This design comes from an exercise in tuning for small area, a short achievable clock period and few clock cycles on the open sky130 flow, not from production work.
No run shown here included a check of the RTL's function; only the layout flow was run.
No activity file was given, so power comes from the tool's default toggle rates.

`config.mk`:
```
export PLATFORM = sky130hd
export DESIGN_NAME = mem_unit
export DESIGN_NICKNAME = mem_unit
export VERILOG_FILES = /design/flow/design.v
export SDC_FILE = /design/flow/constraint.sdc
export NUM_CORES = 4
export LEC_CHECK = 0
export CAP_MARGIN = 20
export CORE_MARGIN = 2
export CORE_UTILIZATION = 40
export SETUP_SLACK_MARGIN = 2.6
export SLEW_MARGIN = 20
```
`constraint.sdc`:
```
create_clock -name core_clock -period 5.0 [get_ports {clk_in}]
set_input_delay 1.0000 -clock core_clock [delete_from_list [all_inputs] [get_ports {clk_in}]]
set_output_delay 1.0000 -clock core_clock [all_outputs]
set_load 0.01 [all_outputs]
```
`design.v`:
```
`timescale 1ns/1ps
`default_nettype none
package mem_pkg;
  typedef logic [31:0] addr_t;
  typedef logic [31:0] word_t;
  typedef logic [7:0]  byte_t;
  typedef logic [1:0]  size_t;
  localparam logic [1:0] IO_SELECT = 2'b11;  
endpackage
`default_nettype wire
`timescale 1ns/1ps
`default_nettype none
module mem_unit (
  input  logic                   clk_in,
  input  logic                   rst_in,
  input  logic                   rdy_in,
  input  logic                   fetch_en,
  input  mem_pkg::addr_t         fetch_addr,
  output logic                   fetch_done,
  output mem_pkg::word_t         fetch_data,
  input  logic                   load_en,
  input  mem_pkg::addr_t         load_addr,
  input  mem_pkg::size_t         load_size,
  output logic                   load_done,
  output mem_pkg::word_t         load_data,
  input  logic                   store_en,
  input  mem_pkg::addr_t         store_addr,
  input  mem_pkg::size_t         store_size,
  input  mem_pkg::word_t         store_data,
  output logic                   store_done,
  input  logic                   flush_in,
  input  logic                   io_buffer_full,
  input  mem_pkg::byte_t         mem_din,
  output mem_pkg::byte_t         mem_dout,
  output mem_pkg::addr_t         mem_a,
  output logic                   mem_wr
);
  logic        f_out;       
  logic        s_val;       
  logic [15:0] sw;
  logic [2:0]  fc;
  logic [31:0] fa;          
  logic        fdin;        
  logic        f_sub;       
  logic        d_busy;
  logic        d_st;        
  logic [17:0] d_q;         
  logic [1:0]  d_idx;       
  logic [1:0]  d_last;      
  logic [31:0] sd;          
  logic        ldin;        
  logic        l_fin;       
  logic [1:0]  req_size, req_last;
  logic [17:0] req_addr;
  logic        d_io;        
  logic        stall;
  logic        n1, n2, n4;  
  logic        d_go;        
  logic        f_new;       
  logic        c_out;       
  logic        f_go0;       
  logic        f_done0;     
  logic [2:0]  fc0;
  logic [15:0] sw0;
  assign req_size = load_en ? load_size : store_size;
  assign req_last = req_size[1] ? 2'd3 : {1'b0, req_size[0]};
  assign req_addr = load_en ? load_addr[17:0] : store_addr[17:0];
  assign d_io     = (d_q[17:16] == mem_pkg::IO_SELECT);  
  assign stall    = d_st && d_io && io_buffer_full;
  assign d_go     = d_busy && !stall;
  assign c_out    = fetch_en || (f_out && !flush_in);
  assign f_go0    = !d_busy && !fc[2] && (c_out || s_val);
  assign f_done0  = c_out && (fc[2] || (f_go0 && fc == 3'd3));
  assign fc0      = f_done0 ? 3'd0 : fc + {2'd0, f_go0};
  assign sw0      = f_done0 ? sw + 16'd1 : sw;
  assign f_new    = fetch_en && !(s_val && fetch_addr[17:2] == sw);
  assign mem_a    = {14'd0, d_busy ? d_q : {sw, fc[1:0]}};
  assign mem_dout = sd[7:0];
  assign mem_wr   = rdy_in && d_busy && d_st && !stall;
  assign fetch_data = {f_sub ? mem_din : fa[31:24], fa[23:0]};
  assign n1 = (d_last == 2'd0);
  assign n2 = (d_last == 2'd1);
  assign n4 = d_last[1];
  assign load_data[7:0]   = ({8{n1}} & mem_din) | ({8{n2}} & sd[31:24]) | ({8{n4}} & sd[15:8]);
  assign load_data[15:8]  = ({8{n2}} & mem_din) | ({8{n4}} & sd[23:16]);
  assign load_data[23:16] = {8{n4}} & sd[31:24];
  assign load_data[31:24] = {8{n4}} & mem_din;
  always_ff @(posedge clk_in)
  begin
    if (fdin)
      fa[8*(fc[1:0] - 2'd1) +: 8] <= mem_din;
    if (rdy_in && store_en)
      sd <= store_data;
    else if ((ldin && !l_fin) || (rdy_in && d_go && d_st))
      sd <= {mem_din, sd[31:8]};
  end
  always_ff @(posedge clk_in)
  begin
    if (rst_in)
    begin
      f_out      <= 1'b0;
      s_val      <= 1'b0;
      fc         <= 3'd0;
      fdin       <= 1'b0;
      f_sub      <= 1'b0;
      ldin       <= 1'b0;
      l_fin      <= 1'b0;
      d_busy     <= 1'b0;
      fetch_done <= 1'b0;
      load_done  <= 1'b0;
      store_done <= 1'b0;
    end
    else if (!rdy_in)
    begin
      fdin  <= 1'b0;
      f_sub <= 1'b0;
      ldin  <= 1'b0;
      l_fin <= 1'b0;
      if (l_fin)
      begin
        d_busy    <= 1'b1;
        load_done <= 1'b0;
      end
    end
    else
    begin
      fetch_done <= 1'b0;
      load_done  <= 1'b0;
      store_done <= 1'b0;
      ldin       <= d_go && !d_st;
      l_fin      <= 1'b0;
      if (load_en || store_en)
      begin
        d_busy <= 1'b1;
        d_st   <= store_en;
        d_q    <= req_addr;
        d_idx  <= 2'd0;
        d_last <= req_last;
        store_done <= store_en && req_last == 2'd0 &&
                      (req_addr[17:16] != mem_pkg::IO_SELECT);
      end
      else if (d_go)
      begin
        if (d_idx == d_last)
        begin
          d_busy     <= 1'b0;
          load_done  <= !d_st;
          l_fin      <= !d_st;
          store_done <= d_st && d_io;
        end
        else
        begin
          d_q   <= d_q + 18'd1;
          d_idx <= d_idx + 2'd1;
          if (d_st && !d_io && d_idx + 2'd1 == d_last)
            store_done <= 1'b1;  
        end
      end
      fdin       <= f_go0 && !f_new;
      f_sub      <= f_go0 && c_out && fc == 3'd3 && !f_new;
      fetch_done <= f_done0 && !f_new;
      f_out      <= f_new || (c_out && !f_done0);
      fc         <= f_new ? 3'd0 : fc0;
      sw         <= f_new ? fetch_addr[17:2] : sw0;
      if (fetch_en)
        s_val <= 1'b1;
    end
  end
endmodule
`default_nettype wire
```
`flow/run.sh`:
```
#!/bin/bash
# Standard layout, with the port buffers made of plain buf_1 cells
# (the default pick is the slower and larger clkdlybuf4s50_1); the
# resizer still sizes them up where timing or slew needs it.
set -euo pipefail
export BUFFER_PORTS_ARGS="-buffer_cell sky130_fd_sc_hd__buf_1"
bash standard.sh > flow_make.log 2>&1
```
`standard.sh`:
```
#!/bin/bash
# synth_recipe.tcl (not shown) runs the flow's synth.tcl, then flattens the netlist and writes it again
# the make line also repeats each setting of config.mk as NAME=value (left out here)
make -C /OpenROAD-flow-scripts/flow DESIGN_CONFIG=/design/flow/config.mk WORK_HOME=/design/flow/orfs CLKGATE_MAP_FILE= SYNTH_SCRIPT=/design/flow/synth_recipe.tcl "${@:-finish}"
```
==> flow_metrics.py, run 1 <==
metrics = {
    "placement": {
        "dp_hpwl_um": 12900,
        "pre_cts_ws_ns": 1.65,
        "dpl_cell_area_sq_um": 7880,
        "port_buffers": 197,
        "gp_congestion": 0.853,
        "dp.cells": 1043,
    },
    "clock_tree": {
        "clockBufferDepth": 2,
        "numCtsBuffers": 17,
        "cts_tree": "yes",
        "clkLatencyLatePin_ns": 0.41,
        "htreeDepth": 4,
        "root_buffer": "clkbuf_16",
        "path_clk_slew_ns": 0.05,
        "cts.sinks": 116,
        "cts_hold_buf": 0,
    },
    "drt": {
        "wl_per_cell_um": 18.4,
        "wl_met3_um": 1560,
        "vias": 5755,
        "route.detailed.drc": 0,
        "routed.top_layer": "met4",
        "avgViaCountPerCell": 5.13,
        "wl_met2_um": 10100,
        "drtPass1Iterations": 5,
        "wl_um": 20700,
        "antenna_left": 0,
        "first_iter_violations": 383,
        "wl_met1_um": 8640,
    },
    "global_routing": {
        "antenna_found_initial": 1,
        "first_global_vias": 5464,
        "grt_pass1_wl_um": 28600,
        "grt.total_usage_pct": 20.0,
        "grt_overflow": 0,
        "grt_max_degree": 50,
    },
    "timing": {
        "fmax_mhz": 381,
        "fin_ws_ns": 2.38,
        "skew_ns": 0.00746,
        "fin_setup_tns_ns": 0,
        "setup_violations": 0,
        "drv_slew": 0,
        "tightest_slew_ns": 0.944,
        "period_needed_ns": 2.62,
        "fin_crit_sh_pct": 52.5,
        "rsz0062_at_grt": "yes",
        "relSlewSlack_pct": 36.8,
        "hold_violations": 0,
    },
    "power": {
        "power_density_nw_per_um2": 295,
        "p_leak_nw": 3.76,
        "swShare_pct": 25.3,
        "combPwrFrac_pct": 16.6,
        "p_int_mw": 2.13,
        "seqPwrFrac_pct": 40.4,
        "pwr-share-clk_pct": 43.1,
        "net-switching-power_uw": 721,
        "ir_drop_mv": 0.234,
    },
    "layout": {
        "nNetsFinal": 1040,
        "final_area_sq_um": 9660,
        "multi_input_area_sq_um": 3530,
        "synthToLayoutAreaGrowth_pct": 34.9,
        "seq_area_sq_um": 3360,
        "fill_cells": 1524,
        "layout.cells.non_filler": 1122,
        "drive_gt1_share_pct": 30.8,
    },
    "yosys": {
        "yosysWarnings": 1,
        "synth_area_leaders": "edfxtp_1, mux2_2, buf_4",
        "yosysTopAreaCellShare_pct": 43.2,
        "syn_avg_cell_area_sq_um": 10.5,
        "yosys.area.top_type": "edfxtp_1",
        "synth_common_cells": "edfxtp_1, nand2_1, mux2_2",
        "yosysSeqAreaShare_pct": 46.8,
        "synth_edf_count": 103,
        "synth_cells": 684,
        "yosys_register_bits": 116,
        "syn-cell-area_sq_um": 7160,
        "yosysMostFrequentCell": "edfxtp_1",
        "synth.distinct_cells": 48,
        "async_reset_ff_share_pct": 0,
        "synth_ff_type": "edfxtp_1",
    },
    "die": {
        "io_pins": 256,
        "dieHeight_um": 138,
        "core_sq_um": 17400,
        "num_rows": 48,
        "start_util_pct": 41.1,
        "fp.dieArea_sq_um": 19000,
        "die_x_um": 138,
    },
    "worst_setup_path": {
        "worstPathArrival_ns": 1.62,
        "crit_fanout": 2,
        "crit_type": "in2out",
        "startpoint_type": "primary input",
        "critPathCaptureType": "output port",
        "required_ns": 4.00,
    },
    "flow_run": {
        "cap_violations": 0,
    },
    "worst_hold_path": {
        "hp-class": "reg2reg",
    },
    "status": {
        "status": "finished clean",
    },
}
==> power groups by stage <==
stage | registers [mW] | logic [mW] | clock network, mW
after global routing | 1.16 | 0.512 | 1.30
after detailed placement | 1.17 | 0.330 | 0
final | 1.15 | 0.472 | 1.23
after global placement | 1.17 | 0.329 | 0
after floorplan | 1.15 | 0.256 | 0
after CTS | 1.15 | 0.387 | 1.25
==> area by class of cell <==
class | count | area share [%]
antenna | 1 | 0.0259
tap | 225 | 2.91
sequential | 116 | 34.8
clock buffer | 18 | 4.44
timing repair buffer | 249 | 18.2
multi-input combinational | 462 | 36.5
inverter | 37 | 1.44
clock inverter | 14 | 1.68
==> critical path, stage by stage <==
cell and delay [ns]:
buf_1 0.07, nand2_1 0.06, o21a_1 0.19, and3_4 0.19, buf_6 0.12
==> sequential cells by signal, indices dropped and copies added, names as in the netlist, 2 cells and up <==
register and cells:
fa 32, sd 32, d_q 18, sw 16, fc 3, d_idx 2
d_last 2
==> stage by stage <==
| step | total power [mW] | util [%] | hold WS, ns |
|---|---|---|---|
| final | 2.85 | 55.5 | 0.460 |
| after detailed placement | 1.51 | 45.2 | 0.452 |
| after global routing | 2.96 | 55.5 | 0.504 |
| after floorplan | 1.41 | - | 0.445 |
| after global placement | 1.50 | 45.2 | 0.445 |
| after CTS | 2.79 | 51.7 | 0.460 |
==> metal layers <==
layer	up-vias	track usage [%]
met5	-	0
met4	0	5.27
met3	26	5.74
met2	237	34.7
met1	2733	24.3
li1	2759	-
==> worst paths after layout <==
| check | start | end | slack (ns) | cells past startpoint |
|---|---|---|---|---|
| worst max-delay path | io_buffer_full | mem_wr | 2.38 | 5 |
| worst min-delay path | load_done | load_done | 0.46 | 2 |
| worst max register to register | sw[0] | sw[12] | 2.66 | 7 |
| worst min register to register | load_done | load_done | 0.46 | 2 |
==> cells by family after synthesis <==
kind of cell / synth area share [%]
flops: 46.8
xor+xnor: 6.10
compound gates: 8.26
simple gates: 13.2
buf+inv: 9.35
mux: 14.7
fa+ha+maj: 1.57
other cells: 0.0524
==> placed cells by master (no fill, tap or decap), drive strengths merged, types with 2 or more instances in the layout <==
cell      count
conb         14
a21o          3
clkbuf       27
nor2         23
and2         17
a21oi        19
nor4          7
mux2i        18
ha            9
o21ai        63
nor3         11
clkinv        5
o31ai         2
buf         240
and3          9
nand2        86
nand3        17
a31oi         3
nor2b         4
nand4         6
bufinv        3
edfxtp      103
inv          37
a22o          8
a211oi        3
dfxtp        13
xnor2        36
nor4b         3
mux2         75
nand2b        4
clkinvlp      6
xor2         13
==> repair_timing <==
action / in CTS / in global routing
gates cloned: 1 / 10
setup endpoints to repair: 92 / 108
pin swaps: 12 / 15
gates resized for setup: 105 / 134
buffers inserted: 25 / 10
endpoints found under the hold margin: 0 / 0
==> inputs of run 2 (changes only) <==
--- a/config.mk
+++ b/config.mk
@@ -8,5 +8,5 @@
 export CAP_MARGIN = 20
 export CORE_MARGIN = 2
-export CORE_UTILIZATION = 40
+export CORE_UTILIZATION = 65
 export SETUP_SLACK_MARGIN = 2.6
 export SLEW_MARGIN = 20
==> run 2 against run 1 <==
Compared with the run above: global-route usage up 15 points; routed wire length up 15%; sequential share of layout area down 0.090 points; flip-flop and latch count unchanged; cell area up 0.30%; clock power about the same; total power up 2.3%; non-clock buffer count up 1; maximum frequency down 2.3%; setup slack worse by 0.061 ns; critical path type is now reg2out; largest cell class unchanged.
==> flow_metrics.py, run 2 <==
metrics = {
    "status": {
        "status": "finished clean",
    },
    "timing": {
        "drv_slew": 0,
        "setup_violations": 0,
        "skew_ns": 0.0151,
        "tightest_slew_ns": 0.832,
        "relSlewSlack_pct": 44.1,
        "hold_ws_ns": 0.512,
        "period_needed_ns": 2.69,
        "fin_crit_sh_pct": 53.7,
        "rsz0062_at_grt": "yes",
        "fmax_mhz": 372,
        "hold_violations": 0,
        "fin_setup_tns_ns": 0,
    },
    "global_routing": {
        "grt_max_degree": 38,
        "grt_overflow": 0,
        "use_met2_pct": 65.2,
        "grt.total_usage_pct": 35.4,
        "first_global_vias": 5943,
        "antenna_found_initial": 0,
        "use_met3_pct": 8.43,
        "grt_pass1_wl_um": 31100,
        "use_met1_pct": 38.2,
        "busiest_layer": "met2",
    },
    "clock_tree": {
        "cts_hold_buf": 0,
        "htreeDepth": 4,
        "clockBufferDepth": 2,
        "root_buffer": "clkbuf_8",
        "numCtsBuffers": 17,
        "cts_tree": "yes",
        "clkLatencyLatePin_ns": 0.52,
        "cts.sinks": 116,
        "path_clk_slew_ns": 0.06,
    },
    "layout": {
        "layout_commonest_cell": "buf_1",
        "layout_common_cells": "buf_1, edfxtp_1, nand2_1",
        "drive_gt1_share_pct": 33.1,
        "layout.cells.non_filler": 1037,
        "synthToLayoutAreaGrowth_pct": 35.3,
        "nNetsFinal": 1040,
        "utilization_pct": 89.8,
    },
    "die": {
        "core_sq_um": 10800,
        "fp.dieArea_sq_um": 11900,
        "dieHeight_um": 109,
        "die_x_um": 109,
        "io_pins": 256,
        "start_util_pct": 66.4,
        "num_rows": 38,
    },
    "drt": {
        "antenna_left": 0,
        "vias": 6431,
        "first_iter_violations": 549,
        "avgViaCountPerCell": 6.20,
        "drtPass1Iterations": 7,
        "route.detailed.drc": 0,
        "wl_um": 23700,
        "wl_per_cell_um": 22.8,
    },
    "placement": {
        "dp.cells": 955,
        "gp_congestion": 0.906,
        "dp_hpwl_um": 11800,
        "port_buffers": 197,
    },
    "yosys": {
        "async_reset_ff_share_pct": 0,
        "yosysTopAreaCellShare_pct": 43.2,
        "synth_edf_count": 103,
        "synth_area_leaders": "edfxtp_1, mux2_2, buf_4",
        "synth_ff_type": "edfxtp_1",
        "syn_avg_cell_area_sq_um": 10.5,
        "syn-cell-area_sq_um": 7160,
        "synth_cells": 684,
        "yosysSeqAreaShare_pct": 46.8,
        "yosys_register_bits": 116,
        "yosysWarnings": 1,
        "yosys.area.top_type": "edfxtp_1",
        "synth.distinct_cells": 48,
        "synth_common_cells": "edfxtp_1, nand2_1, mux2_2",
        "yosysMostFrequentCell": "edfxtp_1",
    },
    "power": {
        "power_mw": 2.92,
        "power_density_nw_per_um2": 301,
        "seqPwrFrac_pct": 39.7,
        "pwr-share-clk_pct": 42.8,
        "p_leak_nw": 3.85,
        "ir_drop_mv": 0.210,
        "p_int_mw": 2.17,
        "swShare_pct": 25.5,
        "net-switching-power_uw": 744,
        "combPwrFrac_pct": 17.5,
    },
    "worst_setup_path": {
        "critPathCaptureType": "output port",
        "worstPathArrival_ns": 1.69,
        "startpoint_type": "flop",
        "required_ns": 4.00,
        "crit_fanout": 7,
        "crit_type": "reg2out",
    },
    "flow_run": {
        "cap_violations": 0,
    },
    "worst_hold_path": {
        "hp-class": "reg2reg",
    },
}
## run 2: changes by cell type in the layout (fill, tap and decap cells not counted), moves of 5 or more
cell,before,now
clkinvlp_4,6,1
buf_16,0,8
buf_1,137,128
o21ai_2,8,18
clkbuf_16,23,16
buf_6,37,44
o21ai_1,8,1
## run 2: critical path, stage by stage (launching register included)
cell	delay, ns
edfxtp_1	0.41
buf_12	0.18
buf_12	0.13
buf_16	0.13
o21ai_2	0.14
buf_2	0.17
## run 2: what timing repair did
action | 4_1_cts | 5_1_grt
gates resized for setup | 170 | 88
buffers inserted | 24 | 16
hold endpoints to repair | 0 | 0
pin swaps | 11 | 17
cloned | 8 | 1
endpoints found under the setup margin | 128 | 90
## run 2: through the flow
stage | cell area [sq um] | worst slack [ns]
2_1_floorplan | 7400 | 2.43
3_3_place_gp | 7750 | 1.70
3_5_place_dp | 7750 | 1.64
4_1_cts | 9280 | 2.32
5_1_grt | 9690 | 2.27
6_report | 9690 | 2.31
## run 2: per-layer routing
layer	vias up	wire length, um	share of wire [%]
met1	3064	7790	33
met2	493	12400	52
met5	-	0	0
li1	2757	-	-
met3	117	2330	9.8
met4	0	1200	5.0
## run 2: path summary, 6_finish.rpt
path	endpoint	start	slack [ns]	cells after the start
min	s_val	s_val	0.51	2
min reg2reg	s_val	s_val	0.51	2
max reg2reg	fa[22]	fc[1]	2.75	5
max	load_data[14]	d_last[1]	2.31	5
## run 2: power groups by stage
stage               registers, mW  logic, mW  clock network, mW
detailed placement           1.17      0.324                  0
CTS                          1.15      0.441               1.24
floorplan                    1.15      0.256                  0
global placement             1.17      0.315                  0
finish                       1.16      0.511               1.25
global route                 1.16      0.540               1.29
## run 2: cell type report
class | count | area [sq um]
sequential | 116 | 3360
antenna | 1 | 2.50
tap | 140 | 175
timing repair buffer | 250 | 1850
inverter | 37 | 139
clock inverter | 11 | 159
clock buffer | 21 | 429
fill | 446 | 1100
multi-input combinational | 461 | 3570
## run 2: kinds of logic (layout without fill, tap and decap cells)
| logic type | Yosys count | count (layout) | synth area share, % |
|---|---|---|---|
| AO/OA/AOI/OAI | 104 | 105 | 8.26 |
| XOR/XNOR | 49 | 49 | 6.10 |
| adder cells (fa/ha/maj) | 9 | 9 | 1.57 |
| buffers and inverters | 121 | 319 | 9.35 |
| flip-flops | 116 | 116 | 46.8 |
| multiplexers | 93 | 93 | 14.7 |
| other | 1 | 15 | 0.0524 |
| AND/OR/NAND/NOR | 191 | 191 | 13.2 |
==> inputs of run 3 (changes only) <==
--- a/design.v
+++ b/design.v
@@ -44,5 +44,6 @@
   logic        f_sub;       
   logic        d_busy;
-  logic        d_st;        
+  logic        d_wr;        
+  logic        d_io;        
   logic [17:0] d_q;         
   logic [1:0]  d_idx;       
@@ -53,5 +54,4 @@
   logic [1:0]  req_size, req_last;
   logic [17:0] req_addr;
-  logic        d_io;        
   logic        stall;
   logic        n1, n2, n4;  
@@ -66,6 +66,5 @@
   assign req_last = req_size[1] ? 2'd3 : {1'b0, req_size[0]};
   assign req_addr = load_en ? load_addr[17:0] : store_addr[17:0];
-  assign d_io     = (d_q[17:16] == mem_pkg::IO_SELECT);  
-  assign stall    = d_st && d_io && io_buffer_full;
+  assign stall    = d_wr && d_io && io_buffer_full;
   assign d_go     = d_busy && !stall;
   assign c_out    = fetch_en || (f_out && !flush_in);
@@ -77,5 +76,5 @@
   assign mem_a    = {14'd0, d_busy ? d_q : {sw, fc[1:0]}};
   assign mem_dout = sd[7:0];
-  assign mem_wr   = rdy_in && d_busy && d_st && !stall;
+  assign mem_wr   = rdy_in && d_wr && !(d_io && io_buffer_full);
   assign fetch_data = {f_sub ? mem_din : fa[31:24], fa[23:0]};
   assign n1 = (d_last == 2'd0);
@@ -92,5 +91,5 @@
     if (rdy_in && store_en)
       sd <= store_data;
-    else if ((ldin && !l_fin) || (rdy_in && d_go && d_st))
+    else if ((ldin && !l_fin) || (rdy_in && d_go && d_wr))
       sd <= {mem_din, sd[31:8]};
   end
@@ -107,4 +106,5 @@
       l_fin      <= 1'b0;
       d_busy     <= 1'b0;
+      d_wr       <= 1'b0;
       fetch_done <= 1'b0;
       load_done  <= 1'b0;
@@ -128,10 +128,11 @@
       load_done  <= 1'b0;
       store_done <= 1'b0;
-      ldin       <= d_go && !d_st;
+      ldin       <= d_go && !d_wr;
       l_fin      <= 1'b0;
       if (load_en || store_en)
       begin
         d_busy <= 1'b1;
-        d_st   <= store_en;
+        d_wr   <= store_en;
+        d_io   <= (req_addr[17:16] == mem_pkg::IO_SELECT);
         d_q    <= req_addr;
         d_idx  <= 2'd0;
@@ -145,7 +146,8 @@
         begin
           d_busy     <= 1'b0;
-          load_done  <= !d_st;
-          l_fin      <= !d_st;
-          store_done <= d_st && d_io;
+          d_wr       <= 1'b0;
+          load_done  <= !d_wr;
+          l_fin      <= !d_wr;
+          store_done <= d_wr && d_io;
         end
         else
@@ -153,5 +155,5 @@
           d_q   <= d_q + 18'd1;
           d_idx <= d_idx + 2'd1;
-          if (d_st && !d_io && d_idx + 2'd1 == d_last)
+          if (d_wr && !d_io && d_idx + 2'd1 == d_last)
             store_done <= 1'b1;  
         end
--- a/config.mk
+++ b/config.mk
@@ -8,5 +8,5 @@
 export CAP_MARGIN = 20
 export CORE_MARGIN = 2
-export CORE_UTILIZATION = 65
+export CORE_UTILIZATION = 40
 export SETUP_SLACK_MARGIN = 2.6
 export SLEW_MARGIN = 20
==> run 3 against run 2 <==
Compared with the run above: still clean on timing, DRC and antenna; critical path depth grew 2; maximum frequency is 6.7% higher; area after synthesis increased by 0.94%; via count down 8.6%; first-iteration DRC count fell by 34%; combinational power fell by about 10%; synthesized cell count is 1.8% higher; clock power fell by 6%.
==> flow_metrics.py, run 3 <==
metrics = {
    "global_routing": {
        "grt_overflow": 0,
        "antenna_found_initial": 0,
        "grt_max_degree": 51,
        "grt_pass1_wl_um": 30000,
        "grt.total_usage_pct": 19.6,
        "first_global_vias": 5603,
    },
    "drt": {
        "drtPass1Iterations": 5,
        "vias": 5880,
        "wl_per_cell_um": 17.3,
        "route.detailed.drc": 0,
        "wl_um": 19800,
        "antenna_left": 0,
        "first_iter_violations": 365,
        "avgViaCountPerCell": 5.14,
    },
    "die": {
        "io_pins": 256,
        "die_x_um": 138,
        "fp.dieArea_sq_um": 19200,
        "num_rows": 49,
        "core_sq_um": 17800,
        "start_util_pct": 40.5,
        "dieHeight_um": 138,
    },
    "timing": {
        "fin_crit_sh_pct": 50.4,
        "tightest_slew_ns": 0.691,
        "rsz0062_at_grt": "yes",
        "setup_violations": 0,
        "fmax_mhz": 397,
        "drv_slew": 0,
        "relSlewSlack_pct": 53.9,
        "fin_setup_tns_ns": 0,
        "hold_violations": 0,
        "skew_ns": 0.00699,
        "period_needed_ns": 2.52,
    },
    "worst_setup_path": {
        "cp_cell_sequence": "buf_6, xnor2_4, nand4_1, or4_4, o21ai_4, clkbuf_16, mux2_4",
        "crit_fanout": 6,
        "critPathCaptureType": "flop",
        "required_ns": 5.16,
        "startpoint_type": "primary input",
        "crit_type": "in2reg",
        "crit_slowest_cell": "or4_4",
        "max_stage_delay_ns": 0.52,
        "worstPathArrival_ns": 2.68,
    },
    "yosys": {
        "yosysTopAreaCellShare_pct": 42.8,
        "yosys_register_bits": 117,
        "syn-cell-area_sq_um": 7230,
        "synth_area_leaders": "edfxtp_1, mux2_2, buf_4",
        "synth_ff_type": "edfxtp_1",
        "synth_edf_count": 103,
        "yosysSeqAreaShare_pct": 46.7,
        "synth.distinct_cells": 52,
        "yosys.area.top_type": "edfxtp_1",
        "synth_common_cells": "edfxtp_1, nand2_1, mux2_2",
        "async_reset_ff_share_pct": 0,
        "syn_avg_cell_area_sq_um": 10.4,
        "yosysWarnings": 1,
        "yosysMostFrequentCell": "edfxtp_1",
        "synth_cells": 696,
    },
    "clock_tree": {
        "cts_hold_buf": 0,
        "cts_tree": "yes",
        "numCtsBuffers": 17,
        "htreeDepth": 4,
        "root_buffer": "clkbuf_16",
        "cts.sinks": 117,
        "path_clk_slew_ns": 0.05,
        "clockBufferDepth": 2,
        "clkLatencyLatePin_ns": 0.42,
    },
    "layout": {
        "layout_commonest_cell": "buf_1",
        "synthToLayoutAreaGrowth_pct": 34.5,
        "num_antenna_cells": 0,
        "nNetsFinal": 1059,
        "drive_gt1_share_pct": 29.7,
        "layout_common_cells": "buf_1, edfxtp_1, nand2_1",
        "utilization_pct": 54.5,
    },
    "placement": {
        "dp_hpwl_um": 13100,
        "port_buffers": 197,
        "gp_congestion": 0.817,
    },
    "status": {
        "status": "finished clean",
    },
    "power": {
        "power_density_nw_per_um2": 288,
        "p_leak_nw": 3.79,
        "ir_drop_mv": 0.243,
    },
    "flow_run": {
        "cap_violations": 0,
    },
    "worst_hold_path": {
        "hp-class": "reg2reg",
    },
}
-- run 3: routing by layer --
metal	part of all wire [%]	vias to the layer above	global-route usage (%)	routed length (um)
li1	-	2837	-	-
met1	43	2771	26.2	8440
met2	49	254	32.3	9620
met3	7.4	18	4.30	1460
met4	1.3	0	5.85	249
met5	0	-	0	0
-- run 3: cell families after synthesis --
group,Yosys count,share of synthesized area (%)
AOI/OAI and AO/OA,108,9.12
xor gates and xnor gates,52,6.40
adders and majority gates,9,1.56
buffers and inverters,123,9.26
DFF,117,46.7
muxes,89,13.9
other,1,0.0519
and+or+nand+nor,197,13.0
-- run 3: layout make-up --
class	count	area, sq um
flip-flops and latches	117	3380
repair buffers	260	1760
multi-input cells	470	3590
clock buffers	18	429
well taps	229	287
inverters	36	135
fillers	1623	8120
clock inverters	14	136
-- run 3: per-stage QoR --
step / worst slack (ns) / total power [mW] / instances / cell area [sq um] / hold WS (ns)
6_report: 2.48 / 2.80 / 1144 / 9720 / 0.483
5_1_grt: 2.43 / 2.90 / 1144 / 9720 / 0.521
4_1_cts: 2.45 / 2.75 / 1120 / 9120 / 0.488
3_5_place_dp: 1.45 / 1.52 / 1057 / 7970 / 0.481
3_3_place_gp: 1.47 / 1.51 / 1057 / 7970 / 0.472
2_1_floorplan: 2.20 / 1.42 / 709 / 7480 / 0.462
-- run 3: final timing paths --
path                 start         end  slack (ns)  cells past startpoint
max          fetch_addr[4]       sw[9]        2.48                      7
max reg2reg          sw[0]       sw[9]        2.54                      6
min reg2reg     store_done  store_done        0.48                      2
min             store_done  store_done        0.48                      2
-- run 3: timing repair --
action | CTS | global route
cloned | 1 | 5
buffers inserted | 30 | 19
setup endpoints to repair | 114 | 119
pin swaps | 14 | 15
resized for setup | 111 | 103
endpoints found under the hold margin | 0 | 0
-- run 3: report_power, final --
| group | leakage, nW | switching, mW | internal, mW |
|---|---|---|---|
| clock | 0.269 | 0.454 | 0.727 |
| sequential | 1.07 | 0.0383 | 1.12 |
| combinational | 2.45 | 0.223 | 0.235 |
| total | 3.79 | 0.715 | 2.08 |
-- run 3: critical path: cells and delay by family --
family	cells	cell delay (ns)
XOR/XNOR	1	0.14
AND/OR/NAND/NOR	2	0.67
multiplexers	1	0.29
buffers and inverters	2	0.32
AO/OA/AOI/OAI	1	0.25
==> inputs of run 4 (changes only) <==
--- a/config.mk
+++ b/config.mk
@@ -9,4 +9,4 @@
 export CORE_MARGIN = 2
 export CORE_UTILIZATION = 40
-export SETUP_SLACK_MARGIN = 2.6
+export SETUP_SLACK_MARGIN = 2.4
 export SLEW_MARGIN = 20
==> run 4 against run 3 <==
Compared with the run above: still clean; final cell count down 4.3%; total power down 2.9%; setup slack worse by 0.077 ns; non-clock buffer count shrank 46; maximum frequency fell by 3.0%; routed wire length is 5.0% lower; core utilization is 5.7 points lower; critical path type is now in2out; largest cell class is now flip-flops and latches.
==> flow_metrics.py, run 4 <==
metrics = {
    "timing": {
        "period_needed_ns": 2.59,
        "fmax_mhz": 385,
        "hold_violations": 0,
        "rsz0062_at_grt": "yes",
        "setup_violations": 0,
        "relSlewSlack_pct": 39.2,
        "drv_slew": 0,
        "tightest_slew_ns": 0.909,
        "fin_crit_sh_pct": 51.9,
        "skew_ns": 0.00923,
        "hold_ws_ns": 0.485,
        "fin_setup_tns_ns": 0,
    },
    "clock_tree": {
        "path_clk_slew_ns": 0.05,
        "numCtsBuffers": 17,
        "clkLatencyLatePin_ns": 0.42,
        "clockBufferDepth": 2,
        "cts_hold_buf": 0,
        "root_buffer": "clkbuf_16",
        "cts_tree": "yes",
        "htreeDepth": 4,
        "cts.sinks": 117,
    },
    "worst_setup_path": {
        "cp_top_family": "buffers and inverters",
        "worstPathArrival_ns": 1.59,
        "cp_cell_sequence": "buf_4, mux2_2, clkbuf_2",
        "critPathCaptureType": "output port",
        "max_stage_delay_ns": 0.30,
        "crit_type": "in2out",
        "path_buf_inv": 2,
        "crit_fanout": 9,
        "required_ns": 4.00,
        "crit_slowest_cell": "mux2_2",
        "startpoint_type": "primary input",
    },
    "global_routing": {
        "grt_overflow": 0,
        "grt_pass1_wl_um": 29300,
        "antenna_found_initial": 0,
        "grt.total_usage_pct": 19.4,
        "first_global_vias": 5352,
        "grt_max_degree": 51,
    },
    "drt": {
        "antenna_left": 0,
        "wl_per_cell_um": 17.2,
        "wl_um": 18800,
        "vias": 5646,
        "drtPass1Iterations": 7,
        "route.detailed.drc": 0,
        "first_iter_violations": 314,
        "avgViaCountPerCell": 5.16,
    },
    "layout": {
        "synthToLayoutAreaGrowth_pct": 20.3,
        "fill_cells": 1692,
        "layout.cells.non_filler": 1095,
        "nNetsFinal": 1012,
        "utilization_pct": 48.8,
        "layout_commonest_cell": "buf_1",
        "seq_area_sq_um": 3380,
        "drive_gt1_share_pct": 18.6,
        "multi_input_area_sq_um": 3350,
        "num_antenna_cells": 0,
        "layout_common_cells": "buf_1, edfxtp_1, nand2_1",
    },
    "yosys": {
        "yosysSeqAreaShare_pct": 46.7,
        "synth_area_leaders": "edfxtp_1, mux2_2, buf_4",
        "synth_cells": 696,
        "synth_edf_count": 103,
        "async_reset_ff_share_pct": 0,
        "yosys_register_bits": 117,
        "synth_common_cells": "edfxtp_1, nand2_1, mux2_2",
        "syn-cell-area_sq_um": 7230,
        "synth_ff_type": "edfxtp_1",
        "syn_avg_cell_area_sq_um": 10.4,
        "yosysMostFrequentCell": "edfxtp_1",
        "synth.distinct_cells": 52,
        "yosys.area.top_type": "edfxtp_1",
        "yosysWarnings": 1,
        "yosysTopAreaCellShare_pct": 42.8,
    },
    "die": {
        "core_sq_um": 17800,
        "num_rows": 49,
        "io_pins": 256,
        "start_util_pct": 40.5,
        "die_x_um": 138,
        "dieHeight_um": 138,
        "fp.dieArea_sq_um": 19200,
    },
    "status": {
        "status": "finished clean",
    },
    "placement": {
        "dp_hpwl_um": 13100,
        "gp_congestion": 0.862,
        "dp.cells": 1057,
        "port_buffers": 197,
    },
    "flow_run": {
        "cap_violations": 0,
    },
    "power": {
        "power_density_nw_per_um2": 312,
        "ir_drop_mv": 0.230,
        "p_leak_nw": 3.15,
        "power_mw": 2.71,
    },
    "worst_hold_path": {
        "hp-class": "reg2reg",
    },
}
run 4: cell counts after synthesis:
No cell type changed its count.
run 4: final timing paths:
path	depth (start not counted)	startpoint	to	slack, ns
worst max-delay path	3	mem_din[1]	fetch_data[25]	2.41
worst min-delay path	2	f_out	f_out	0.49
worst max register to register	6	sw[0]	sw[15]	2.50
worst min register to register	2	f_out	f_out	0.49
run 4: cell families (layout without fill, tap and decap cells):
family	Yosys count	count (layout)	share of synthesized area, %
adder cells (fa/ha/maj)	9	9	1.56
AND/OR/NAND/NOR	197	197	13.0
XOR/XNOR	52	52	6.40
buffers and inverters	123	280	9.26
flip-flops	117	117	46.7
other	1	14	0.0519
AO/OA/AOI/OAI	108	108	9.12
multiplexers	89	89	13.9
run 4: per-stage QoR:
| step | setup WS, ns | cell area [sq um] |
|---|---|---|
| 5_1_grt | 2.37 | 8700 |
| 3_5_place_dp | 1.56 | 7940 |
| 4_1_cts | 2.35 | 8650 |
| 6_report | 2.41 | 8700 |
| 3_3_place_gp | 1.58 | 7930 |
| 2_1_floorplan | 2.20 | 7370 |
run 4: what timing repair did:
item                                    CTS  global route
endpoints found under the setup margin   85            29
setup buffers                             6             0
pin swaps                                 1             2
cloned                                    1             1
endpoints found under the hold margin     0             0
gates resized for setup                  35            15
run 4: layer usage:
metal  GRT usage [%]  part of all wire [%]  vias up
met3            5.06                   7.2       15
li1                -                     -     2745
met4            4.24                  0.83        0
met5               0                     0        -
met1            26.6                    46     2630
met2            31.2                    46      256
run 4: cell type report:
type,instances,share of cell area (%)
Inverter,36,1.55
Clock buffer,18,4.93
Sequential cell,117,38.8
Tap cell,229,3.29
Timing Repair Buffer,214,11.3
Clock inverter,12,1.60
Multi-Input combinational cell,469,38.5
run 4: power breakdown:
part	switching, mW	internal [mW]
registers	0.0404	1.12
clock network	0.431	0.768
logic	0.198	0.157
run 4: worst reg2reg max path, delay by kind of cell, from the launching register on:
kind	cells	cell delay [ns]
compound gates	1	0.23
simple gates	2	0.71
buf+inv	1	0.19
flops	1	0.56
xor+xnor	1	0.23
mux	1	0.33
==> inputs of run 5 (changes only) <==
--- a/design.v
+++ b/design.v
@@ -163,6 +163,6 @@
       fetch_done <= f_done0 && !f_new;
       f_out      <= f_new || (c_out && !f_done0);
-      fc         <= f_new ? 3'd0 : fc0;
-      sw         <= f_new ? fetch_addr[17:2] : sw0;
+      fc         <= f_new ? 3'd0 : (fetch_en && f_done0) ? 3'd4 : fc0;
+      sw         <= fetch_en ? fetch_addr[17:2] : sw0;
       if (fetch_en)
         s_val <= 1'b1;
--- a/config.mk
+++ b/config.mk
@@ -9,4 +9,4 @@
 export CORE_MARGIN = 2
 export CORE_UTILIZATION = 40
-export SETUP_SLACK_MARGIN = 2.4
+export SETUP_SLACK_MARGIN = 2.6
 export SLEW_MARGIN = 20
==> run 5 against run 4 <==
Compared with the run above: still clean on timing, DRC and antenna; count of clock-buffer cells in the layout unchanged; setup slack better by 0.086 ns; die area fell by 1.1%; hold slack improved by 0.055 ns; clock skew rose by 0.0039 ns; sequential power about the same.
==> flow_metrics.py, run 5 <==
metrics = {
    "status": {
        "status": "finished clean",
    },
    "power": {
        "ir_drop_mv": 0.239,
        "power_density_nw_per_um2": 297,
        "p_leak_nw": 3.64,
        "power_mw": 2.84,
    },
    "timing": {
        "period_needed_ns": 2.51,
        "rsz0062_at_grt": "yes",
        "tightest_slew_ns": 0.838,
        "relSlewSlack_pct": 43.7,
        "fin_ws_ns": 2.49,
        "skew_ns": 0.0131,
        "setup_violations": 0,
        "drv_slew": 0,
        "hold_violations": 0,
        "fin_setup_tns_ns": 0,
        "fin_crit_sh_pct": 50.2,
        "fmax_mhz": 399,
    },
    "layout": {
        "layout_common_cells": "buf_1, edfxtp_1, nand2_1",
        "synthToLayoutAreaGrowth_pct": 34.1,
        "multi_input_area_sq_um": 3460,
        "nNetsFinal": 1054,
        "seq_area_sq_um": 3380,
        "drive_gt1_share_pct": 27.7,
        "num_antenna_cells": 0,
        "fill_cells": 1490,
        "layout_commonest_cell": "buf_1",
        "utilization_pct": 55.2,
    },
    "clock_tree": {
        "clockBufferDepth": 2,
        "path_clk_slew_ns": 0.06,
        "cts.sinks": 117,
        "cts_tree": "yes",
        "numCtsBuffers": 17,
        "clkLatencyLatePin_ns": 0.41,
        "htreeDepth": 4,
        "root_buffer": "clkbuf_16",
    },
    "drt": {
        "first_iter_violations": 377,
        "drtPass1Iterations": 5,
        "avgViaCountPerCell": 5.18,
        "wl_per_cell_um": 17.7,
        "antenna_left": 0,
        "route.detailed.drc": 0,
        "vias": 5882,
        "wl_um": 20100,
    },
    "die": {
        "io_pins": 256,
        "num_rows": 48,
        "dieHeight_um": 138,
        "die_x_um": 138,
        "start_util_pct": 41.2,
        "core_sq_um": 17400,
        "fp.dieArea_sq_um": 18900,
    },
    "yosys": {
        "yosys_register_bits": 117,
        "syn-cell-area_sq_um": 7140,
        "synth_cells": 705,
        "synth.distinct_cells": 53,
        "synth_edf_count": 103,
        "async_reset_ff_share_pct": 0,
        "synth_area_leaders": "edfxtp_1, mux2_2, o21ai_0",
        "yosysSeqAreaShare_pct": 47.2,
        "synth_common_cells": "edfxtp_1, nand2_1, o21ai_0",
        "synth_ff_type": "edfxtp_1",
        "yosys.area.top_type": "edfxtp_1",
        "yosysWarnings": 1,
        "yosysTopAreaCellShare_pct": 43.3,
        "syn_avg_cell_area_sq_um": 10.1,
        "yosysMostFrequentCell": "edfxtp_1",
    },
    "placement": {
        "dp_hpwl_um": 13200,
        "gp_congestion": 0.793,
        "pre_cts_ws_ns": 2.02,
        "port_buffers": 197,
    },
    "worst_setup_path": {
        "critPathCaptureType": "output port",
        "crit_fanout": 11,
        "worstPathArrival_ns": 1.51,
        "required_ns": 4.00,
        "crit_type": "reg2out",
        "startpoint_type": "flop",
    },
    "global_routing": {
        "grt_max_degree": 38,
        "grt_overflow": 0,
        "first_global_vias": 5444,
        "grt_pass1_wl_um": 28800,
        "grt.total_usage_pct": 20.2,
        "antenna_found_initial": 0,
    },
    "flow_run": {
        "cap_violations": 0,
    },
    "worst_hold_path": {
        "hp-class": "reg2reg",
    },
}
run 5: layout make-up:
| class | instances | share of cell area [%] |
|---|---|---|
| clock inverters | 14 | 1.68 |
| repair buffers | 246 | 18.2 |
| multi-input cells | 483 | 36.1 |
| flip-flops and latches | 117 | 35.3 |
| clock buffers | 18 | 4.48 |
| well taps | 225 | 2.94 |
| inverters | 32 | 1.25 |
run 5: path summary, 6_finish.rpt:
check	from	end	slack, ns	depth (start not counted)
worst max-delay path	d_last[0]	load_data[6]	2.49	4
worst min-delay path	s_val	s_val	0.54	2
worst max register to register	d_io	d_wr	2.70	15
worst min register to register	s_val	s_val	0.54	2
run 5: what timing repair did:
action,CTS,global route
resized for setup,110,147
setup buffers,29,7
gates cloned,3,2
pin swaps,7,17
hold buffers,0,0
setup endpoints to repair,95,78
run 5: worst max-delay path, cell delays in order (launching register included):
cell and delay [ns]:
edfxtp_1 0.44, buf_12 0.19, mux2i_1 0.12, o21ai_1 0.18, buf_2 0.17
run 5: logic make-up after synthesis:
group | synth area share, %
AO/OA/AOI/OAI | 10.4
XOR/XNOR | 6.01
multiplexers | 11.0
AND/OR/NAND/NOR | 14.8
other | 0.0525
adder cells (fa/ha/maj) | 1.58
flip-flops | 47.2
buffers and inverters | 8.97
run 5: per-stage QoR:
stage / hold WS [ns] / cells / cell area, sq um
floorplan: 0.457 / 718 / 7340
global placement: 0.517 / 1062 / 7830
detailed placement: 0.515 / 1062 / 7830
CTS: 0.539 / 1126 / 9060
global route: 0.570 / 1135 / 9580
finish: 0.540 / 1135 / 9580
run 5: per-layer routing:
layer  track usage [%]  vias up  routed length [um]
met3              5.00       16                1450
met1              24.3     2810                8290
met5                 0        -                   0
met2              35.8      231               10100
met4              5.67        0                 193
li1                  -     2825                   -
run 5: power by group:
part / switching, mW / internal, mW
Combinational: 0.223 / 0.229
Clock: 0.453 / 0.777
Sequential: 0.0398 / 1.12
==> inputs of run 6 (changes only) <==
--- a/config.mk
+++ b/config.mk
@@ -9,4 +9,4 @@
 export CORE_MARGIN = 2
 export CORE_UTILIZATION = 40
-export SETUP_SLACK_MARGIN = 2.6
+export SETUP_SLACK_MARGIN = 2.0
 export SLEW_MARGIN = 20
==> run 6 against run 5 <==
Compared with the run above: die area stayed put; cell area is 12% lower; clock power is 5% higher; non-clock buffer count is 37 lower; area after synthesis stayed put; sequential share of layout area is 4.8 points higher; setup slack worse by 0.40 ns; hold slack worse by 0.048 ns; highest routed layer unchanged.
==> flow_metrics.py, run 6 <==
metrics = {
    "yosys": {
        "synth_cells": 705,
        "synth_edf_count": 103,
        "synth.distinct_cells": 53,
        "synth_ff_type": "edfxtp_1",
        "syn_avg_cell_area_sq_um": 10.1,
        "synth_area_leaders": "edfxtp_1, mux2_2, o21ai_0",
        "async_reset_ff_share_pct": 0,
        "synth_common_cells": "edfxtp_1, nand2_1, o21ai_0",
        "syn-cell-area_sq_um": 7140,
        "yosys_register_bits": 117,
        "yosys.area.top_type": "edfxtp_1",
        "yosysSeqAreaShare_pct": 47.2,
        "yosysMostFrequentCell": "edfxtp_1",
        "yosysWarnings": 1,
        "yosysTopAreaCellShare_pct": 43.3,
    },
    "placement": {
        "pre_cts_ws_ns": 1.81,
        "gp_congestion": 0.813,
        "dp_hpwl_um": 13200,
        "port_buffers": 197,
    },
    "timing": {
        "fin_ws_ns": 2.10,
        "rsz0062_at_grt": "no",
        "hold_violations": 0,
        "fin_setup_tns_ns": 0,
        "relSlewSlack_pct": 40.8,
        "fin_crit_sh_pct": 58.1,
        "period_needed_ns": 2.90,
        "setup_violations": 0,
        "fmax_mhz": 344,
        "skew_ns": 0.0102,
        "drv_slew": 0,
        "tightest_slew_ns": 0.889,
    },
    "worst_hold_path": {
        "hp-class": "reg2reg",
        "hold_depth": 1,
    },
    "die": {
        "fp.dieArea_sq_um": 18900,
        "die_x_um": 138,
        "dieHeight_um": 138,
        "num_rows": 48,
        "core_sq_um": 17400,
        "io_pins": 256,
        "start_util_pct": 41.2,
    },
    "worst_setup_path": {
        "critical_path_depth": 4,
        "crit_type": "in2out",
        "crit_top_cell": "buf_1",
        "max_stage_delay_ns": 0.41,
        "worstPathArrival_ns": 1.90,
        "crit_slowest_cell": "buf_1",
        "cp_cell_sequence": "buf_1, mux2i_1, o21ai_0, buf_1",
        "crit_fanout": 9,
        "startpoint_type": "primary input",
        "required_ns": 4.00,
        "cp_top_family": "buffers and inverters",
        "path_buf_inv": 2,
        "rr_worst_depth": 5,
        "critPathCaptureType": "output port",
    },
    "global_routing": {
        "busiest_layer": "met2",
        "use_met3_pct": 4.75,
        "grt_pass1_wl_um": 27900,
        "first_global_vias": 5231,
        "grt_max_degree": 50,
        "antenna_found_initial": 0,
        "use_met2_pct": 31.8,
        "use_met1_pct": 26.3,
        "grt.total_usage_pct": 19.6,
        "grt_overflow": 0,
    },
    "drt": {
        "vias": 5557,
        "avgViaCountPerCell": 5.06,
        "drtPass1Iterations": 5,
        "route.detailed.drc": 0,
        "first_iter_violations": 285,
        "antenna_left": 0,
        "wl_per_cell_um": 16.9,
        "wl_um": 18500,
    },
    "layout": {
        "layout_commonest_cell": "buf_1",
        "synthToLayoutAreaGrowth_pct": 17.8,
        "fill_cells": 1660,
        "layout_common_cells": "buf_1, edfxtp_1, nand2_1",
        "drive_gt1_share_pct": 13.7,
        "num_antenna_cells": 0,
        "nNetsFinal": 1017,
    },
    "power": {
        "ir_drop_mv": 0.260,
        "p_leak_nw": 2.97,
        "power_density_nw_per_um2": 329,
    },
    "clock_tree": {
        "cts.sinks": 117,
        "clkLatencyLatePin_ns": 0.41,
        "numCtsBuffers": 17,
        "path_clk_slew_ns": 0.06,
        "clockBufferDepth": 2,
        "root_buffer": "clkbuf_16",
        "htreeDepth": 4,
        "cts_tree": "yes",
    },
    "status": {
        "status": "finished clean",
    },
    "flow_run": {
        "cap_violations": 0,
    },
}
## run 6: cell types whose count changed in the layout (fill, tap and decap cells not counted), moves of 7 or more
cell,before,now
mux2_4,24,0
buf_2,13,1
and2_4,12,0
buf_6,42,0
mux2_2,36,60
buf_4,35,12
nand2_1,79,90
buf_1,133,193
buf_12,14,0
nand2_4,7,0
o21ai_0,59,77
o21ai_1,13,1
and2_1,4,16
## run 6: kinds of logic (layout without fill, tap and decap cells)
group           Yosys count  after routing  synth area share, %
simple gates            210            210                 14.8
compound gates          130            130                 10.4
buf+inv                 118            273                 8.97
flops                   117            117                 47.2
mux                      71             71                 11.0
xor+xnor                 49             49                 6.01
fa+ha+maj                 9              9                 1.58
other cells               1             14               0.0525
## run 6: cell type report
type,instances,area (sq um),area share (%)
tap,225,282,3.34
multi-input combinational,483,3190,37.9
clock inverter,15,195,2.32
clock buffer,17,425,5.05
timing repair buffer,209,835,9.91
sequential,117,3370,40.1
inverter,32,120,1.43
## run 6: what timing repair did
item / CTS / global route
setup buffers: 2 / 0
hold buffers: 0 / 0
resized for setup: 1 / 3
setup endpoints to repair: 11 / 4
hold endpoints to repair: 0 / 0
## run 6: worst paths after layout
| kind | start | end | slack [ns] |
|---|---|---|---|
| max | mem_din[7] | load_data[7] | 2.10 |
| min | load_done | load_done | 0.49 |
| max reg2reg | fc[0] | fa[19] | 2.71 |
| min reg2reg | load_done | load_done | 0.49 |
## run 6: power by group
group / leakage, nW / internal, mW / total, mW / switching (mW)
logic: 1.60 / 0.129 / 0.321 / 0.192
clock network: 0.297 / 0.798 / 1.29 / 0.494
registers: 1.07 / 1.12 / 1.15 / 0.0360
## run 6: per-layer routing
metal | up-vias | routed length, um
met5 | - | 0
met3 | 9 | 1410
met1 | 2569 | 8240
li1 | 2744 | -
met4 | 0 | 157
met2 | 235 | 8730
## run 6: through the flow
step	hold WS, ns	util [%]	cell area, sq um	total power [mW]	cells
finish	0.492	48.5	8420	2.77	1098
global route	0.510	48.5	8420	2.88	1098
CTS	0.493	48.5	8410	2.79	1098
detailed placement	0.480	44.8	7780	1.49	1064
global placement	0.485	44.8	7780	1.49	1064
floorplan	0.457	-	7200	1.39	718
==> inputs of run 7 (changes only) <==
--- a/config.mk
+++ b/config.mk
@@ -9,4 +9,4 @@
 export CORE_MARGIN = 2
 export CORE_UTILIZATION = 40
-export SETUP_SLACK_MARGIN = 2.0
+export SETUP_SLACK_MARGIN = 2.3
 export SLEW_MARGIN = 20
==> run 7 against run 6 <==
Compared with the run above: largest power group unchanged; combinational power increased by 3%; still clean; sequential share of layout area decreased by 0.52 points; global-route usage increased by 0.068 points; sequential power about the same; clock skew decreased by 0.0028 ns; count of clock-buffer cells in the layout increased by 1; synthesized cell count unchanged; final cell count increased by 0.18%; setup slack improved by 0.24 ns; highest routed layer unchanged; clock power increased by 3%; flip-flop and latch count unchanged.
==> flow_metrics.py, run 7 <==
metrics = {
    "die": {
        "fp.dieArea_sq_um": 18900,
        "start_util_pct": 41.2,
        "core_sq_um": 17400,
        "num_rows": 48,
        "dieHeight_um": 138,
        "die_x_um": 138,
        "io_pins": 256,
    },
    "drt": {
        "antenna_left": 0,
        "drtPass1Iterations": 4,
        "route.detailed.drc": 0,
        "vias": 5627,
        "wl_um": 18300,
        "wl_per_cell_um": 16.6,
        "first_iter_violations": 315,
        "avgViaCountPerCell": 5.12,
    },
    "power": {
        "p_leak_nw": 3.03,
        "ir_drop_mv": 0.229,
        "power_density_nw_per_um2": 330,
    },
    "worst_setup_path": {
        "rrSetupSlack_ns": 2.70,
        "reg2reg_from": "d_last[1]",
        "crit_fanout": 9,
        "crit_type": "in2out",
        "path_buf_inv": 2,
        "startpoint_type": "primary input",
        "cp_cell_sequence": "clkbuf_4, mux2i_1, o21ai_0, clkbuf_2",
        "worstPathArrival_ns": 1.67,
        "cp_top_family": "buffers and inverters",
        "r2r_end": "d_idx[0]",
        "crit_slowest_cell": "clkbuf_4",
        "max_stage_delay_ns": 0.20,
        "critPathCaptureType": "output port",
        "rr_worst_depth": 5,
        "required_ns": 4.00,
    },
    "yosys": {
        "yosysMostFrequentCell": "edfxtp_1",
        "syn-cell-area_sq_um": 7140,
        "synth_edf_count": 103,
        "synth_cells": 705,
        "synth_ff_type": "edfxtp_1",
        "yosysTopAreaCellShare_pct": 43.3,
        "yosysWarnings": 1,
        "yosysSeqAreaShare_pct": 47.2,
        "syn_avg_cell_area_sq_um": 10.1,
        "yosys_register_bits": 117,
        "synth_area_leaders": "edfxtp_1, mux2_2, o21ai_0",
        "synth_common_cells": "edfxtp_1, nand2_1, o21ai_0",
        "synth.distinct_cells": 53,
        "yosys.area.top_type": "edfxtp_1",
        "async_reset_ff_share_pct": 0,
    },
    "clock_tree": {
        "path_clk_slew_ns": 0.06,
        "cts_tree": "yes",
        "htreeDepth": 4,
        "root_buffer": "clkbuf_16",
        "clkLatencyLatePin_ns": 0.41,
        "cts_hold_buf": 0,
        "clockBufferDepth": 2,
        "numCtsBuffers": 17,
        "cts.sinks": 117,
    },
    "layout": {
        "layout.cells.non_filler": 1100,
        "utilization_pct": 49.2,
        "layout_common_cells": "buf_1, edfxtp_1, nand2_1",
        "synthToLayoutAreaGrowth_pct": 19.4,
        "nNetsFinal": 1019,
        "drive_gt1_share_pct": 15.1,
        "layout_commonest_cell": "buf_1",
        "fill_cells": 1670,
        "num_antenna_cells": 0,
    },
    "worst_hold_path": {
        "hold_path_startpoint": "load_done",
        "hp-class": "reg2reg",
        "hold_depth": 1,
        "hold_end": "load_done",
    },
    "timing": {
        "setup_violations": 0,
        "skew_ns": 0.00741,
        "tightest_slew_ns": 0.798,
        "fin_setup_tns_ns": 0,
        "relSlewSlack_pct": 46.6,
        "fin_crit_sh_pct": 53.4,
        "rsz0062_at_grt": "yes",
        "hold_ws_ns": 0.499,
        "drv_slew": 0,
        "period_needed_ns": 2.67,
        "fmax_mhz": 375,
        "hold_violations": 0,
    },
    "status": {
        "status": "finished clean",
    },
    "global_routing": {
        "grt.total_usage_pct": 19.7,
        "use_met2_pct": 32.9,
        "antenna_found_initial": 0,
        "grt_pass1_wl_um": 28100,
        "grt_overflow": 0,
        "use_met3_pct": 4.30,
        "use_met1_pct": 25.4,
        "first_global_vias": 5332,
        "busiest_layer": "met2",
        "grt_max_degree": 50,
    },
    "placement": {
        "dp_hpwl_um": 13200,
        "port_buffers": 197,
        "dp.cells": 1064,
        "gp_congestion": 0.783,
    },
    "flow_run": {
        "cap_violations": 0,
    },
}
-- run 7: cell counts after synthesis --
No cell type changed its count.
-- run 7: per-layer routing --
layer	part of all wire (%)	wire length [um]
met5	0	0
met1	44	8070
met2	48	8750
met3	7.1	1290
met4	1.1	196
-- run 7: where the power goes --
group	switching, mW	total (mW)	leakage [nW]	internal (mW)
Clock	0.446	1.33	0.303	0.880
Combinational	0.191	0.330	1.66	0.138
Sequential	0.0367	1.16	1.07	1.12
-- run 7: layout make-up --
type	count	area, sq um	share of cell area [%]
clock inverter	14	209	2.45
timing repair buffer	211	922	10.8
sequential	117	3370	39.6
clock buffer	18	429	5.03
tap	225	282	3.30
multi-input combinational	483	3200	37.5
inverter	32	120	1.41
-- run 7: worst max-delay path by stage --
stage	startpoint	to	slack [ns]	cells after the start
after floorplan	store_en	sd[0]	2.30	4
after global placement	rdy_in	sd[0]	1.82	4
after detailed placement	rdy_in	sd[17]	1.87	4
after CTS	mem_din[7]	load_data[7]	2.23	4
after global routing	mem_din[7]	load_data[7]	2.29	4
final	mem_din[7]	load_data[7]	2.33	4
-- run 7: repair_timing --
action                     in CTS  in global routing
buffers inserted                4                  0
cloned                          0                  0
pin swaps                       0                  0
gates resized for setup        12                 13
setup endpoints to repair      45                 42
-- run 7: worst register-to-register path, cell delays in order, from the launching register on --
cell	delay, ns
edfxtp_1	0.31
buf_4	0.37
xor2_1	0.35
o211ai_1	0.18
a21oi_2	0.46
buf_4	0.32
-- run 7: cell families after synthesis --
logic type               share of synthesized area [%]
AND/OR/NAND/NOR                                   14.8
AO/OA/AOI/OAI                                     10.4
buffers and inverters                             8.97
flip-flops                                        47.2
multiplexers                                      11.0
XOR/XNOR                                          6.01
adder cells (fa/ha/maj)                           1.58
other                                           0.0525
-- run 7: stage by stage --
| step | area [sq um] | power [mW] | setup WS [ns] |
|---|---|---|---|
| floorplan | 7200 | 1.39 | 2.30 |
| global placement | 7780 | 1.49 | 1.82 |
| global route | 8530 | 2.92 | 2.29 |
| CTS | 8500 | 2.83 | 2.23 |
| detailed placement | 7780 | 1.49 | 1.87 |
| finish | 8530 | 2.81 | 2.33 |
==> inputs of run 8 (changes only) <==
--- a/config.mk
+++ b/config.mk
@@ -9,4 +9,4 @@
 export CORE_MARGIN = 2
 export CORE_UTILIZATION = 40
-export SETUP_SLACK_MARGIN = 2.3
+export SETUP_SLACK_MARGIN = 2.4
 export SLEW_MARGIN = 20
==> run 8 against run 7 <==
Compared with the run above: still clean; die area is the same; core utilization grew 0.14 points; final cell count shrank 0.27%; via count shrank 0.91%; clock skew shrank 0.00057 ns; combinational power is essentially flat; non-clock buffer count shrank 4; area after synthesis is the same; highest routed layer unchanged.
==> flow_metrics.py, run 8 <==
metrics = {
    "timing": {
        "drv_slew": 0,
        "relSlewSlack_pct": 48.6,
        "fmax_mhz": 384,
        "period_needed_ns": 2.60,
        "fin_setup_tns_ns": 0,
        "hold_violations": 0,
        "skew_ns": 0.00684,
        "rsz0062_at_grt": "yes",
        "setup_violations": 0,
        "tightest_slew_ns": 0.769,
        "fin_crit_sh_pct": 52.0,
    },
    "worst_setup_path": {
        "rr_worst_depth": 4,
        "reg2reg_from": "fc[1]",
        "worstPathArrival_ns": 1.60,
        "max_stage_delay_ns": 0.18,
        "rrSetupSlack_ns": 2.83,
        "crit_slowest_cell": "buf_1",
        "path_buf_inv": 2,
        "required_ns": 4.00,
        "cp_cell_sequence": "buf_4, mux2i_1, o21ai_1, buf_1",
        "crit_type": "in2out",
        "r2r_end": "sw[0]",
        "crit_fanout": 9,
        "cp_top_family": "buffers and inverters",
        "startpoint_type": "primary input",
        "critPathCaptureType": "output port",
    },
    "yosys": {
        "yosys.area.top_type": "edfxtp_1",
        "synth_ff_type": "edfxtp_1",
        "synth_cells": 705,
        "synth.distinct_cells": 53,
        "yosysMostFrequentCell": "edfxtp_1",
        "async_reset_ff_share_pct": 0,
        "yosysWarnings": 1,
        "yosysSeqAreaShare_pct": 47.2,
        "synth_area_leaders": "edfxtp_1, mux2_2, o21ai_0",
        "syn-cell-area_sq_um": 7140,
        "syn_avg_cell_area_sq_um": 10.1,
        "yosysTopAreaCellShare_pct": 43.3,
        "yosys_register_bits": 117,
        "synth_edf_count": 103,
        "synth_common_cells": "edfxtp_1, nand2_1, o21ai_0",
    },
    "power": {
        "seqPwrFrac_pct": 40.7,
        "net-switching-power_uw": 690,
        "swShare_pct": 24.3,
        "pwr-share-clk_pct": 47.6,
        "ir_drop_mv": 0.259,
        "p_leak_nw": 3.07,
        "p_int_mw": 2.15,
        "combPwrFrac_pct": 11.7,
        "power_density_nw_per_um2": 331,
    },
    "drt": {
        "avgViaCountPerCell": 5.08,
        "wl_per_cell_um": 16.7,
        "drtPass1Iterations": 4,
        "wl_um": 18300,
        "first_iter_violations": 291,
        "vias": 5576,
        "route.detailed.drc": 0,
        "antenna_left": 0,
    },
    "die": {
        "fp.dieArea_sq_um": 18900,
        "io_pins": 256,
        "start_util_pct": 41.2,
        "die_x_um": 138,
        "num_rows": 48,
        "dieHeight_um": 138,
        "core_sq_um": 17400,
    },
    "placement": {
        "dp.cells": 1062,
        "port_buffers": 197,
        "dpl_cell_area_sq_um": 7770,
        "gp_congestion": 0.819,
        "dp_hpwl_um": 13100,
    },
    "global_routing": {
        "grt_max_degree": 49,
        "grt_overflow": 0,
        "first_global_vias": 5295,
        "grt_pass1_wl_um": 28100,
        "antenna_found_initial": 0,
        "grt.total_usage_pct": 19.5,
    },
    "worst_hold_path": {
        "hold_depth": 1,
        "hold_path_startpoint": "load_done",
        "hp-class": "reg2reg",
        "hold_end": "load_done",
    },
    "clock_tree": {
        "cts_hold_buf": 0,
        "cts_tree": "yes",
        "root_buffer": "clkbuf_16",
        "cts.sinks": 117,
        "clockBufferDepth": 2,
        "path_clk_slew_ns": 0.05,
        "htreeDepth": 4,
        "numCtsBuffers": 17,
        "clkLatencyLatePin_ns": 0.41,
    },
    "layout": {
        "layout_common_cells": "buf_1, edfxtp_1, nand2_1",
        "layout_commonest_cell": "buf_1",
        "final_area_sq_um": 8560,
        "drive_gt1_share_pct": 16.3,
        "synthToLayoutAreaGrowth_pct": 19.8,
        "nNetsFinal": 1016,
        "num_antenna_cells": 0,
        "layout.cells.non_filler": 1097,
    },
    "flow_run": {
        "cap_violations": 0,
    },
    "status": {
        "status": "finished clean",
    },
}
==> run 8: cell counts after synthesis <==
No cell type changed its count.
==> run 8: repair_timing <==
item,CTS,global route
cloned,0,1
resized for setup,24,26
endpoints found under the setup margin,40,78
pin swaps,0,1
setup buffers,2,0
==> run 8: layout make-up <==
type,instances,area (sq um)
clock buffers,17,425
clock inverters,15,228
fillers,1660,8800
inverters,32,120
multi-input cells,484,3220
flip-flops and latches,117,3370
well taps,225,282
repair buffers,207,902
==> run 8: logic make-up after synthesis <==
kind of cell / after synthesis / share of synthesized area (%)
and+or+nand+nor: 210 / 14.8
adders and majority gates: 9 / 1.58
buffers and inverters: 118 / 8.97
other: 1 / 0.0525
AOI/OAI and AO/OA: 130 / 10.4
xor gates and xnor gates: 49 / 6.01
muxes: 71 / 11.0
DFF: 117 / 47.2
==> run 8: stage by stage <==
step / power, mW / utilization (%) / setup WS [ns] / hold WS, ns
global placement: 1.49 / 44.8 / 1.98 / 0.480
floorplan: 1.39 / - / 2.43 / 0.457
CTS: 2.86 / 49.0 / 2.32 / 0.515
global route: 2.95 / 49.3 / 2.34 / 0.519
detailed placement: 1.49 / 44.8 / 2.00 / 0.496
finish: 2.84 / 49.3 / 2.40 / 0.507
==> run 8: per-layer routing <==
metal | track usage (%) | vias to the layer above | part of all wire [%]
met3 | 4.82 | 19 | 8.1
met4 | 5.50 | 0 | 1.0
met2 | 33.4 | 215 | 48
met1 | 24.4 | 2592 | 43
li1 | - | 2750 | -
met5 | 0 | - | 0
==> run 8: power groups by stage <==
| stage | Combinational (mW) | Sequential (mW) | Clock [mW] |
|---|---|---|---|
| floorplan | 0.230 | 1.16 | 0 |
| finish | 0.332 | 1.15 | 1.35 |
| global placement | 0.314 | 1.18 | 0 |
| global route | 0.373 | 1.16 | 1.42 |
| CTS | 0.330 | 1.15 | 1.37 |
| detailed placement | 0.315 | 1.18 | 0 |
==> run 8: worst max path at each step <==
stage                     from            to  slack (ns)  cells after the start
global placement    mem_din[3]  load_data[3]        1.98                      4
floorplan             flush_in         fc[1]        2.43                      9
detailed placement  mem_din[3]  load_data[3]        2.00                      4
CTS                 mem_din[4]  load_data[4]        2.32                      4
finish              mem_din[4]  load_data[4]        2.40                      4
global route        mem_din[0]  load_data[0]        2.34                      4

## re-timing with driven ports
Ports are ideal in the flow. The routed layouts listed here were re-timed in OpenROAD. Step 1: set_driving_cell puts a clkbuf_16 on clk_in and a buf_2 on each other input, an assumption about the parent block. Step 2 times the ports against the registers' clock, not the clock port: input delays grow and output delays shrink by t, the midpoint of the rising clock arrivals with the driver on. a / b / c = ideal ports / drivers / drivers and shift; a / b = the first two.
run	t, ns	setup slack, ns	latest minus earliest clock arrival (ns)
run 1	0.448	2.375 / 2.304 / 2.167	0.008 / 0.008
run 2	0.554	2.315 / 2.277 / 2.158	0.015 / 0.015
run 3	0.453	2.482 / 2.441 / 2.034	0.008 / 0.008
run 4	0.451	2.405 / 2.381 / 2.000	0.012 / 0.013
run 5	0.450	2.492 / 2.432 / 2.025	0.014 / 0.014
run 6	0.449	2.096 / 2.072 / 1.911	0.014 / 0.014
run 7	0.450	2.331 / 2.305 / 2.153	0.009 / 0.009
run 8	0.453	2.398 / 2.371 / 2.233	0.007 / 0.007
After both steps setup and hold are still met in every run listed. The setup slack of run 5, which loses most, moves by -0.060 ns with the drivers and by -0.467 ns with both steps.
